Background: an optimization exercise with open tools, aiming at small area, a short achievable clock period and few clock cycles. Do not read the settings as production practice.
Only simulation tests tie the RTL to the original design; equivalence was not proved.
Power and IR drop assume default switching activity.

--- design/flow/flow/run.sh ---
#!/bin/bash
set -euo pipefail
bash standard.sh SETUP_SLACK_MARGIN=7.0 finish > make_finish.log 2>&1
--- design/flow/standard.sh ---
#!/bin/bash
# synth_recipe.tcl (not shown) runs the flow's synth.tcl, then flattens the netlist and writes it again
# the make line also repeats each setting of config.mk as NAME=value (left out here)
make -C /OpenROAD-flow-scripts/flow DESIGN_CONFIG=/design/flow/config.mk WORK_HOME=/design/flow/orfs CLKGATE_MAP_FILE= SYNTH_SCRIPT=/design/flow/synth_recipe.tcl "${@:-finish}"
--- design/flow/config.mk ---
export PLATFORM = sky130hd
export DESIGN_NAME = core_top
export DESIGN_NICKNAME = core_top
export VERILOG_FILES = /design/flow/design.v
export SDC_FILE = /design/flow/constraint.sdc
export NUM_CORES = 4
export LEC_CHECK = 0
export ABC_AREA = 1
export CAP_MARGIN = 20
export CORE_MARGIN = 2
export CORE_UTILIZATION = 55
export SLEW_MARGIN = 20
--- design/flow/constraint.sdc ---
create_clock -name core_clock -period 12.0 [get_ports {CLK}]
set_input_delay 2.4000 -clock core_clock [delete_from_list [all_inputs] [get_ports {CLK}]]
set_output_delay 2.4000 -clock core_clock [all_outputs]
set_load 0.01 [all_outputs]
--- design/flow/design.v ---
`timescale 1ns/1ps
package core_pkg;
    typedef enum logic [3:0] {
        OP_SYS   = 4'd0,
        OP_ARITH = 4'd1,
        OP_LOGIC = 4'd2,
        OP_STORE = 4'd3,
        OP_MOVLL = 4'd4,
        OP_MOVLH = 4'd5,
        OP_MOVHL = 4'd6,
        OP_MOVHH = 4'd7,
        OP_ADDB  = 4'd8,
        OP_SUBB  = 4'd9,
        OP_MULB  = 4'd10
    } op_e;
    typedef enum logic [4:0] {
        F_END    = 5'd0,
        F_RET    = 5'd1,
        F_NOP    = 5'd3,
        F_OUT    = 5'd12,
        F_PUSHL  = 5'd13,
        F_PUSHH  = 5'd14,
        F_MOV    = 5'd16,
        F_NOT    = 5'd17,
        F_NEG    = 5'd18,
        F_LDRAML = 5'd24,
        F_LDRAMH = 5'd25,
        F_POPL   = 5'd26,
        F_POPH   = 5'd27,
        F_MOVL   = 5'd29,
        F_MOVH   = 5'd30,
        F_MOVD   = 5'd31
    } func_e;
    typedef enum logic [2:0] {
        C_CALL, C_JMP, C_JEZ, C_JNZ, C_JAZ, C_JBZ, C_JAEZ, C_JBEZ
    } cond_e;
    typedef enum logic [3:0] {
        ALU_PASS, ALU_NOT, ALU_NEG, ALU_ADD, ALU_SUB, ALU_MUL, ALU_AND, ALU_OR, ALU_XOR
    } alu_op_e;
    typedef union packed {
        struct packed {
            logic                    kind;
            op_e                     op;
            logic [3-1:0] rd;
            logic [3-1:0] ra;
            logic [3-1:0] rb;
            logic [1:0]              sub;
        } reg_f;
        struct packed {
            logic                    kind;
            op_e                     op;
            logic [3-1:0] rd;
            logic [7:0]              imm;
        } imm_f;
        struct packed {
            logic                    kind;   
            cond_e                   cond;
            logic [12-1:0] addr;
        } jmp_f;
    } instr_u;
endpackage
`timescale 1ns/1ps
module core_regfile (
    input  logic        CLK,
    input  logic        arst_n,
    input  logic [7:0]  rd_sel0,    
    input  logic [7:0]  rd_sel1,
    input  logic [2:0]  wr_idx,
    input  logic        wr_en_h,
    input  logic        wr_en_l,
    input  logic [31:0] wr_data,
    output logic [31:0] rd_data0,
    output logic [31:0] rd_data1,
    output logic [31:0] r5
);
    logic [31:0] regs [8];
    logic [7:0]  vh, vl;
    always_ff @(posedge CLK) begin
        for (int i = 0; i < 8; i++) begin
            if (wr_en_h && wr_idx == 3'(i)) regs[i][31:16] <= wr_data[31:16];
            if (wr_en_l && wr_idx == 3'(i)) regs[i][15:0]  <= wr_data[15:0];
        end
    end
    always_ff @(posedge CLK or negedge arst_n) begin
        if (!arst_n) begin
            vh <= '0;
            vl <= '0;
        end else begin
            for (int i = 0; i < 8; i++) begin
                if (wr_en_h && wr_idx == 3'(i)) vh[i] <= 1'b1;
                if (wr_en_l && wr_idx == 3'(i)) vl[i] <= 1'b1;
            end
        end
    end
    logic [7:0] s0h, s0l, s1h, s1l;
    assign s0h = rd_sel0 & vh;
    assign s0l = rd_sel0 & vl;
    assign s1h = rd_sel1 & vh;
    assign s1l = rd_sel1 & vl;
    always_comb begin
        rd_data0 = '0;
        rd_data1 = '0;
        for (int i = 0; i < 8; i++) begin
            rd_data0 = rd_data0 | (regs[i] & {{16{s0h[i]}}, {16{s0l[i]}}});
            rd_data1 = rd_data1 | (regs[i] & {{16{s1h[i]}}, {16{s1l[i]}}});
        end
    end
    assign r5 = regs[5] & {{16{vh[5]}}, {16{vl[5]}}};
endmodule
`timescale 1ns/1ps
module core_alu (
    input  logic [3:0]  op,       
    input  logic [1:0]  sub,      
    input  logic [4:0]  func,     
    input  logic [7:0]  imm,
    input  logic [31:0] a,        
    input  logic [31:0] b,        
    output logic [31:0] ans
);
    logic        is_sub, is_neg, reg_form;
    logic [31:0] opb, bx, sum;
    logic        unused_c;
    assign reg_form = (op == 4'd1) || (op == 4'd2);
    assign is_neg   = (op == 4'd0);   
    assign is_sub   = (reg_form && sub == 2'd1) || (op == 4'd9);
    assign opb      = reg_form ? b : {24'd0, imm};
    assign bx       = (is_sub ? ~opb : opb) | {32{is_neg}};
    assign {sum, unused_c} = {a, 1'b1} + {bx, is_sub};
    always_comb begin
        ans = a;
        case (op)
            4'd0: begin
                case (func)
                    5'd17: ans = ~a;
                    5'd18: ans = ~sum;    
                    default: ans = a;
                endcase
            end
            4'd1, 4'd8, 4'd9: ans = sum;
            4'd2: begin
                case (sub)
                    2'd0: ans = a & b;
                    2'd1: ans = a | b;
                    default: ans = a ^ b;
                endcase
            end
            4'd4: ans[7:0]   = imm;
            4'd5: ans[15:8]  = imm;
            4'd6: ans[23:16] = imm;
            4'd7: ans[31:24] = imm;
            default: ans = a;
        endcase
    end
endmodule
module core_mulstep (
    input  logic [31:0] acc,
    input  logic [31:0] a,
    input  logic [3:0]  b,
    output logic [31:0] res
);
    assign res = acc + a * {28'd0, b};
endmodule
`timescale 1ns/1ps
`timescale 1ns/1ps
module core_top (
    input  logic        CLK,
    input  logic        arst_n,
    input  logic [15:0] ram_q,
    output logic [11:0] ram_addr,
    output logic        ram_wren,
    output logic [15:0] ram_data,
    output logic [31:0] out_data,
    output logic        running
);
    logic        a_fetch;    
    logic [11:0] lfa;        
    logic        pend;
    logic [11:0] spc;        
    logic        q_valid;    
    logic [15:0] ir;
    logic        ir_valid;
    logic        ir_pt;      
    logic [11:0] ir_ret;     
    logic [9:0]  sp;
    logic        ld_a, ld_wb, ret_a, ret_wb;
    logic [2:0]  ld_rd, wb_rd;
    logic        ld_h, wb_h;
    logic        m_busy, m_wb;
    logic [2:0]  m_rd;
    logic [31:0] acc, ma, mb;
    logic        movd2;
    logic [15:0] hw;         
    logic        hv;
    logic        j;
    logic [3:0]  op;
    logic [2:0]  rd, ra, rb, cond;
    logic [1:0]  sub;
    logic [4:0]  func;
    logic [7:0]  imm;
    logic [11:0] taddr;
    assign j     = ir[15];
    assign op    = ir[14:11];
    assign rd    = ir[10:8];
    assign ra    = ir[7:5];
    assign rb    = ir[4:2];
    assign sub   = ir[1:0];
    assign func  = ir[4:0];
    assign imm   = ir[7:0];
    assign cond  = ir[14:12];
    assign taddr = ir[11:0];
    logic is_mul, alu_wr, is_imm;
    assign is_imm = (op >= 4'd4) && (op <= 4'd10);
    assign is_mul = !j && (((op == 4'd1) && (sub == 2'd2)) || (op == 4'd10));
    assign alu_wr = !j && (((op == 4'd1) && !sub[1]) || ((op == 4'd2) && (sub != 2'd3)) ||
                           ((op >= 4'd4) && (op <= 4'd9)) ||
                           ((op == 4'd0) && ((func == 5'd16) || (func == 5'd17) || (func == 5'd18))));
    logic [7:0]  sel0, sel1;
    logic [31:0] p0, p1, r5;
    logic [2:0]  wr_idx;
    logic        wr_en_h, wr_en_l;
    logic [31:0] wr_data;
    logic [2:0] idx0_n;
    assign idx0_n = hw[15] ? 3'd5 :
                    (((hw[14:11] >= 4'd4) && (hw[14:11] <= 4'd10)) ? hw[10:8] : hw[7:5]);
    core_regfile u_rf (
        .CLK(CLK), .arst_n(arst_n),
        .rd_sel0(sel0), .rd_sel1(sel1),
        .wr_idx(wr_idx), .wr_en_h(wr_en_h), .wr_en_l(wr_en_l), .wr_data(wr_data),
        .rd_data0(p0), .rd_data1(p1), .r5(r5)
    );
    logic [31:0] alu_ans;
    core_alu u_alu (
        .op(op), .sub(sub), .func(func), .imm(imm), .a(p0), .b(p1), .ans(alu_ans)
    );
    logic [31:0] mres;
    core_mulstep u_mul (
        .acc(acc), .a(ma), .b(mb[3:0]), .res(mres)
    );
    logic z5, n5;
    assign z5 = (r5 == 32'd0);
    assign n5 = r5[31];
    function automatic logic cond_true(input logic [2:0] c, input logic z, input logic n);
        case (c)
            3'd2:    cond_true = z;
            3'd3:    cond_true = !z;
            3'd4:    cond_true = !n && !z;
            3'd5:    cond_true = n;
            3'd6:    cond_true = !n;
            3'd7:    cond_true = n || z;
            default: cond_true = 1'b1;
        endcase
    endfunction
    logic taken;
    assign taken = cond_true(cond, z5, n5);
    function automatic logic touches(input logic [15:0] w, input logic [2:0] r);
        logic [3:0] o;
        logic [4:0] f;
        logic       use_rd, use_ra, use_rb;
        o = w[14:11];
        f = w[4:0];
        use_rd = (o == 4'd1) || (o == 4'd2) || ((o >= 4'd4) && (o <= 4'd10)) ||
                 ((o == 4'd0) && f[4]);
        use_ra = ((o >= 4'd1) && (o <= 4'd3)) ||
                 ((o == 4'd0) && ((f[4:2] == 3'b011) || (f[4:2] == 3'b100) || (f[4:1] == 4'b1100)));
        use_rb = (o >= 4'd1) && (o <= 4'd3);
        if (w[15]) touches = (r == 3'd5) && (w[14:13] != 2'b00);
        else       touches = (use_rd && (r == w[10:8])) || (use_ra && (r == w[7:5])) ||
                             (use_rb && (r == w[4:2]));
    endfunction
    logic hz;
    assign hz = (ld_a && touches(ir, ld_rd)) ||
                ((m_busy || m_wb) && (touches(ir, m_rd) || is_mul));
    logic        frz, go, e_done, const_take, redirect, kill;
    logic [11:0] tgt;
    logic        req, req_wr;
    logic [11:0] req_addr;
    logic [15:0] req_data;
    logic        set_ld, set_ret, ld_h_n;
    logic        sp_inc, sp_dec, out_we, halt;
    logic        m_start, movd2_n;
    logic [9:0]  sp_p1;
    assign hv    = q_valid;
    assign hw    = ram_q;
    assign sp_p1 = sp + 10'd1;
    assign frz   = ld_wb || m_wb;
    assign go    = ir_valid && running && !frz && !hz;
    always_comb begin
        e_done = 1'b0; const_take = 1'b0; redirect = 1'b0; kill = 1'b0;
        req = 1'b0; req_wr = 1'b0;
        set_ld = 1'b0; set_ret = 1'b0; ld_h_n = func[0];
        sp_inc = 1'b0; sp_dec = 1'b0; out_we = 1'b0; halt = 1'b0;
        m_start = 1'b0; movd2_n = movd2;
        wr_en_h = 1'b0; wr_en_l = 1'b0;
        if (ld_wb) begin
            wr_en_h = wb_h;
            wr_en_l = !wb_h;
        end else if (m_wb) begin
            wr_en_h = 1'b1;
            wr_en_l = 1'b1;
        end
        if (ret_wb) begin
            redirect = 1'b1;
        end else if (go) begin
            if (j) begin
                e_done = 1'b1;
                if (cond == 3'd0) begin    
                    req      = 1'b1;
                    req_wr   = 1'b1;
                    sp_dec   = 1'b1;
                end else if (taken != ir_pt) begin
                    redirect = 1'b1;
                end
            end else if (is_mul) begin
                m_start = 1'b1;
                e_done  = 1'b1;
            end else if (alu_wr) begin
                wr_en_h = 1'b1;
                wr_en_l = 1'b1;
                e_done  = 1'b1;
            end else if (op == 4'd3) begin
                e_done = 1'b1;
                if (!sub[1]) begin
                    req    = 1'b1;
                    req_wr = 1'b1;
                end
            end else if (op == 4'd0) begin
                e_done = 1'b1;
                case (func)
                    5'd0: halt = 1'b1;
                    5'd1: begin                        
                        if (!ir_pt) begin
                            req      = 1'b1;
                            sp_inc   = 1'b1;
                            set_ret  = 1'b1;
                            kill     = 1'b1;
                        end
                    end
                    5'd12: out_we = 1'b1;
                    5'd13, 5'd14: begin                
                        req      = 1'b1;
                        req_wr   = 1'b1;
                        sp_dec   = 1'b1;
                    end
                    5'd24, 5'd25: begin                
                        req      = 1'b1;
                        set_ld   = 1'b1;
                    end
                    5'd26, 5'd27: begin                
                        req      = 1'b1;
                        sp_inc   = 1'b1;
                        set_ld   = 1'b1;
                    end
                    5'd29, 5'd30: begin                
                        if (hv) begin
                            const_take = 1'b1;
                            wr_en_l    = (func == 5'd29);
                            wr_en_h    = (func == 5'd30);
                        end else begin
                            e_done = 1'b0;
                        end
                    end
                    5'd31: begin                       
                        e_done  = 1'b0;
                        if (hv) begin
                            const_take = 1'b1;
                            wr_en_h    = !movd2;
                            wr_en_l    = movd2;
                            movd2_n    = !movd2;
                            e_done     = movd2;
                        end
                    end
                    default: ;
                endcase
            end else begin
                e_done = 1'b1;
            end
        end
    end
    logic is_call, is_push, is_ldr, is_movx, st_hi;
    assign is_call = j && (cond == 3'd0);
    assign is_push = !j && (op == 4'd0) && ((func == 5'd13) || (func == 5'd14));
    assign is_ldr  = !j && (op == 4'd0) && (func[4:1] == 4'b1100);
    assign is_movx = !j && (op == 4'd0) && (func >= 5'd29);
    assign st_hi   = is_push ? !func[0] : sub[0];
    always_comb begin
        if (is_call || is_push)  req_addr = {2'b11, sp};
        else if (!j && op == 4'd3) req_addr = p1[11:0];
        else if (is_ldr)         req_addr = p0[11:0];
        else                     req_addr = {2'b11, sp_p1};
        if (is_call)    req_data = {4'd0, ir_ret};
        else if (st_hi) req_data = p0[31:16];
        else            req_data = p0[15:0];
        tgt = ret_wb ? ram_q[11:0] : (taken ? taddr : ir_ret);
        if (ld_wb) begin
            wr_idx  = wb_rd;
            wr_data = {ram_q, ram_q};
        end else if (m_wb) begin
            wr_idx  = m_rd;
            wr_data = acc;
        end else begin
            wr_idx  = rd;
            wr_data = is_movx ? {hw, hw} : alu_ans;
        end
    end
    logic        accept, drop, consume, pd_jump, pd_ret, pd_redirect, r5_busy, pd_taken;
    logic [11:0] nf;
    assign accept  = hv && !const_take && !redirect && !kill && running &&
                     (!ir_valid || e_done);
    assign consume = accept || const_take;
    assign drop    = q_valid && !consume;
    assign r5_busy = (ir_valid && !j && (rd == 3'd5)) || (ld_a && ld_rd == 3'd5) ||
                     (ld_wb && wb_rd == 3'd5) || ((m_busy || m_wb) && m_rd == 3'd5);
    assign pd_taken = (hw[14:13] == 2'b00) ? 1'b1 :
                      (r5_busy ? (hw[14:12] == 3'd3) : cond_true(hw[14:12], z5, n5));
    assign pd_jump  = accept && hw[15];
    assign pd_redirect = pd_jump && pd_taken;
    assign pd_ret   = accept && !req && (hw[15:11] == 5'd0) && (hw[4:0] == 5'd1);
    assign nf = redirect ? tgt : (pd_redirect ? hw[11:0] : (drop ? spc : lfa + {11'd0, !pend}));
    always_ff @(posedge CLK) begin
        if (accept) begin
            ir     <= hw;
            sel0   <= 8'd1 << idx0_n;
            sel1   <= 8'd1 << hw[4:2];
            ir_pt  <= hw[15] ? pd_taken : pd_ret;
            ir_ret <= spc + 12'd1;
        end
        if (set_ld) begin
            ld_rd <= rd;
            ld_h  <= ld_h_n;
        end
        wb_rd <= ld_rd;
        wb_h  <= ld_h;
        if (is_mul && !m_busy && !m_wb) begin
            ma   <= p0;
            mb   <= (op == 4'd10) ? {24'd0, imm} : p1;
            acc  <= 32'd0;
            m_rd <= rd;
        end else if (m_busy) begin
            ma  <= {ma[27:0], 4'd0};
            mb  <= {4'd0, mb[31:4]};
            acc <= mres;
        end
        ram_data <= req_data;    
    end
    logic stream_kill;
    assign stream_kill = redirect || kill || pd_redirect || pd_ret;
    always_ff @(posedge CLK or negedge arst_n) begin
        if (!arst_n) begin
            ram_addr <= 12'd8;
            a_fetch  <= 1'b1;
            lfa      <= 12'd8;
            pend     <= 1'b0;
            spc      <= 12'd8;
            q_valid  <= 1'b0;
            ir_valid <= 1'b0;
            sp       <= 10'h3ff;
            running  <= 1'b1;
            out_data <= 32'd0;
            ram_wren <= 1'b0;
            ld_a     <= 1'b0;
            ld_wb    <= 1'b0;
            ret_a    <= 1'b0;
            ret_wb   <= 1'b0;
            m_busy   <= 1'b0;
            m_wb     <= 1'b0;
            movd2    <= 1'b0;
        end else begin
            q_valid <= a_fetch && !drop && !stream_kill && running;
            if (accept)      ir_valid <= 1'b1;
            else if (e_done) ir_valid <= 1'b0;
            if (redirect)         spc <= tgt;
            else if (pd_redirect) spc <= hw[11:0];
            else if (consume)     spc <= spc + 12'd1;
            if (req) begin
                ram_addr <= req_addr;
                a_fetch  <= 1'b0;
                lfa      <= nf;
                pend     <= 1'b1;
            end else if (pd_ret) begin
                ram_addr <= {2'b11, sp_p1};
                a_fetch  <= 1'b0;
                lfa      <= nf;
                pend     <= 1'b1;
            end else begin
                ram_addr <= nf;
                a_fetch  <= running && !halt;
                lfa      <= nf;
                pend     <= 1'b0;
            end
            ram_wren <= req && req_wr;
            if (sp_inc || pd_ret) sp <= sp_p1;
            if (sp_dec)           sp <= sp - 10'd1;
            if (halt)   running <= 1'b0;
            if (out_we) out_data <= p0;
            ld_a   <= set_ld;
            ld_wb  <= ld_a;
            ret_a  <= set_ret || pd_ret;
            ret_wb <= ret_a;
            if (m_start) m_busy <= 1'b1;
            else if (m_busy && ((mb[31:4] == 28'd0) || (ma[27:0] == 28'd0))) m_busy <= 1'b0;
            if (m_busy && ((mb[31:4] == 28'd0) || (ma[27:0] == 28'd0))) m_wb <= 1'b1;
            else if (m_wb && !ld_wb) m_wb <= 1'b0;
            movd2 <= movd2_n;
        end
    end
endmodule
==> impl_results.md <==
* Worst Path Required at 12.20 ns
* Final ANT Viol Nets at 0
* Internal power at 3.15 mW
* RSZ-0062 raised after global routing: yes
* Clk slew on worst S/H paths at 0.06 ns
* Longest Clk Path Bufs at 3
* Critical Path End: u_rf.regs[7][13]
* Clock root buffer: clkbuf_16
* Die span in x at 256 um
* Fin nets at 4626
* Sequential share of power at 49.1%
* CTS Sinks at 531
* Clock Latency Late Sink at 0.64 ns
* Hold path depth at 0
* Mean Syn Cell Area at 8.25 um^2
* Mapped cell area at 34900 um^2
* Comb pwr share at 5.4%
* Crit-path max cell delay at 0.48 ns
* Max VDD drop at 0.000145 V
* Most frequent cells in the layout: nand2_1 (973), inv_1 (572), edfxtp_1 (372)
* H-tree Lvls at 2
* Fmax at 203 MHz
* Pin count of the biggest net entering global routing at 71
* Utilization after layout at 63.9%
* Die Y at 256 um
* PwrDens at 102 nW/um^2
* Most frequent CP cell: nand2_1
* R2R depth at 23
* Cell variety after synth at 61
* CP endpoint kind: flip-flop
* # fillers at 5447
* HPWL after DPL at 99.4 mm
* Worst setup startpoint: sel0[5]
* Port Buffers at 79
* Sw power at 0.944 mW
* Cell Area, Placed at 36800 um^2
* Final Cell Area at 40200 um^2
* Critical Path AT at 5.13 ns
* Commonest non-fill, non-tap cell in the layout: nand2_1
* Post-synth ARST share at 20.2%
* Total core area at 63000 um^2
* Hold Crit Class: flip-flop to flip-flop
* Detail-routed via count per cell at 6.27
* Area grow syn2layout at 15.2%
* Hold_buf cts at 0
* Routed vias at 33093
* Post-Syn Nets at 4475
* Inst Count DP at 5067
* Max-slew violations at 0
* Worst clock skew at 0.0161 ns
* Gate Count Post-Synth at 4235
* Gr usage total at 40.9%
* Crit Path Max Fanout at 9
* Slowest cell on crit path: edfxtp_1
* Flop2flop setup slack at 7.06 ns
* Total grt overflow at 0
* Total Wirelength at 139 mm
* Worst Setup Path Type: flip-flop to flip-flop
* # DRC at 0
* Fin crit share at 41.1%
* DRT Pass-1 Iters at 11
* Post-Layout Cell Count at 5281
* CTS Buf Count at 57
* Slew HR at 20.4%
* Layout cells sized above 1 at 11.1%
* Setup_tns at 0 ns
* Reg-to-Reg Start: sel0[5]
* Max Cap Violations at 0
* Total power draw at 4.09 mW
* Vias in the first global route at 30457
* Core Rows at 92
* Leakage at 18.3 nW
* Ys flop type: edfxtp_1
* Clk pwr share at 45.5%
* GP Congestion at 1.05
* Yosys warning count at 4
* Worst setup SP type: flip-flop
* Hold Vio Cnt, Final at 0
* Initial core utilization at 55.5%
* Pre-CTS WS at 6.14 ns
* Final Worst Setup Slack at 7.06 ns
* Area of the multi-input gates at 17600 um^2
* DR WL/cell at 26.3 um
* Status: no timing/DRC/antenna violations
* Num ports at 80
* Post-synth EDFFs at 372
* Sw Share at 23.1%
* FF/Latch Area at 14900 um^2
* Crit-path cells: nand2_2, clkinvlp_4, buf_4, nand2_1, inv_1, nor4_2, buf_4, inv_1, fa_1, nand2_1, nand2_1, o21ai_1, o21ai_2, nand2_1, nand3_1, nand2_1, nand2_1, xnor2_1, o221ai_1, a31oi_1, o21ai_0, nand2_1, nand3_1
* DRT iter0 DRCs at 4739
* RR Endpoint: u_rf.regs[7][13]
* FF+latch count, synth at 531
* CTS tree: yes
* Worst-Margin Slew at 1.18 ns
* Setup violators final at 0
* Initial antenna violation count at 2
* Register area share after synthesis at 42.7%
* Die area at 65500 um^2
* Tmin final at 4.94 ns
* Hold Slack at 0.341 ns
* First-pass GRT wire length at 199 mm
[worst max-delay path: cells and delay by family (launching register included)]
family | cells | cell delay (ns)
AOI/OAI and AO/OA | 5 | 0.67
adders and majority gates | 1 | 0.43
DFF | 1 | 0.48
xor gates and xnor gates | 1 | 0.25
buffers and inverters | 5 | 0.89
and+or+nand+nor | 11 | 1.73
[routing by layer]
| metal | GRT usage (%) | vias to the layer above | share of wire (%) |
|---|---|---|---|
| li1 | - | 14679 | - |
| met1 | 54.5 | 15588 | 38 |
| met2 | 61.1 | 2327 | 42 |
| met3 | 9.71 | 495 | 13 |
| met4 | 23.5 | 4 | 7.0 |
| met5 | 1.02 | - | 0.070 |
[Yosys cell counts (all sizes together), types with 41 or more instances]
library cell | count | share of area, %
nand4 | 41 | 0.73
o221ai | 44 | 1.1
nor4 | 47 | 0.84
o21ai | 352 | 5.0
ha | 135 | 4.8
o22ai | 72 | 1.3
nand3 | 131 | 2.0
a221oi | 65 | 1.6
dfrtp | 92 | 6.6
dfxtp | 52 | 3.0
nand2 | 1028 | 11
a21oi | 184 | 2.7
xor2 | 65 | 1.6
o211ai | 45 | 0.97
edfxtp | 372 | 32
clkbuf | 142 | 1.5
nor2 | 323 | 3.6
inv | 599 | 6.4
fa | 87 | 5.0
[cells by family after synthesis]
logic type	share of synthesized area, %
buffers and inverters	8.47
AOI/OAI and AO/OA	16.8
and+or+nand+nor	19.7
xor gates and xnor gates	2.43
adders and majority gates	9.83
DFF	42.7
[worst min-delay path by stage]
stage | start | end | slack [ns]
floorplan | ld_h | wb_h | 0.32
global placement | ld_h | wb_h | 0.33
global route | ret_a | ret_wb | 0.36
detailed placement | ld_h | wb_h | 0.33
finish | ld_h | wb_h | 0.34
CTS | ld_h | wb_h | 0.34
[area by class of cell]
cell class              instances  area share (%)
diodes                          1         0.00622
well taps                     846            2.63
flip-flops and latches        531            37.1
repair buffers                256            5.58
clock buffers                  74            3.98
clock inverters                33           0.924
inverters                     612            5.96
multi-input cells            2928            43.9
[registers in the layout (all words and copies together) (netlist names), 3 cells and up]
signal,cells
sel0,8
ir_ret,12
ma,32
ram_data,16
m_rd,3
sel1,8
mb,32
sp,10
lfa,12
u_rf.vh,8
out_data,32
spc,12
ram_addr,12
wb_rd,3
ld_rd,3
u_rf.vl,8
acc,32
ir,16
u_rf.regs,256
[timing repair]
item | CTS | global route
setup endpoints to repair | 302 | 290
gates resized for setup | 57 | 114
gates cloned | 1 | 4
pin swaps | 3 | 18
setup buffers | 27 | 73
[power by group through the flow]
stage | Clock (mW) | Sequential (mW) | Combinational (mW)
final | 1.86 | 2.01 | 0.220
after global routing | 1.93 | 2.01 | 0.240
after CTS | 1.86 | 2.01 | 0.219
after detailed placement | 0 | 2.04 | 0.217
after global placement | 0 | 2.05 | 0.215
after floorplan | 0 | 2.05 | 0.104
Testbench counts, summed over its fixed seeds: cycles 94,831.

-- afterwards: timing with drivers on the ports --
How much do the figures lean on ideal ports? The routed layout below was timed once more, with nothing changed but the port constraints. Step 1 sets driving cells, clkbuf_16 on the clock port and buf_2 on the other inputs (assumed; they add their load-dependent delay and slew). Step 2 also shifts input and output timing later by t, the mid clock arrival at the registers, as if the neighbouring blocks saw the same clock. Slacks: no drivers / after step 1 / after step 2; pairs: no drivers / after step 1.
shift t [ns]: 0.705
setup WS [ns]: 7.062 / 7.062 / 6.691
worst setup path after step 2: input to register
clock arrival spread, ns: 0.016 / 0.016
slew at the worst register clock pin (ns): 0.07 / 0.07
After both steps this run still meets setup and hold. The setup slack of this run moves by 0.000 ns with the drivers and by -0.371 ns with both steps.
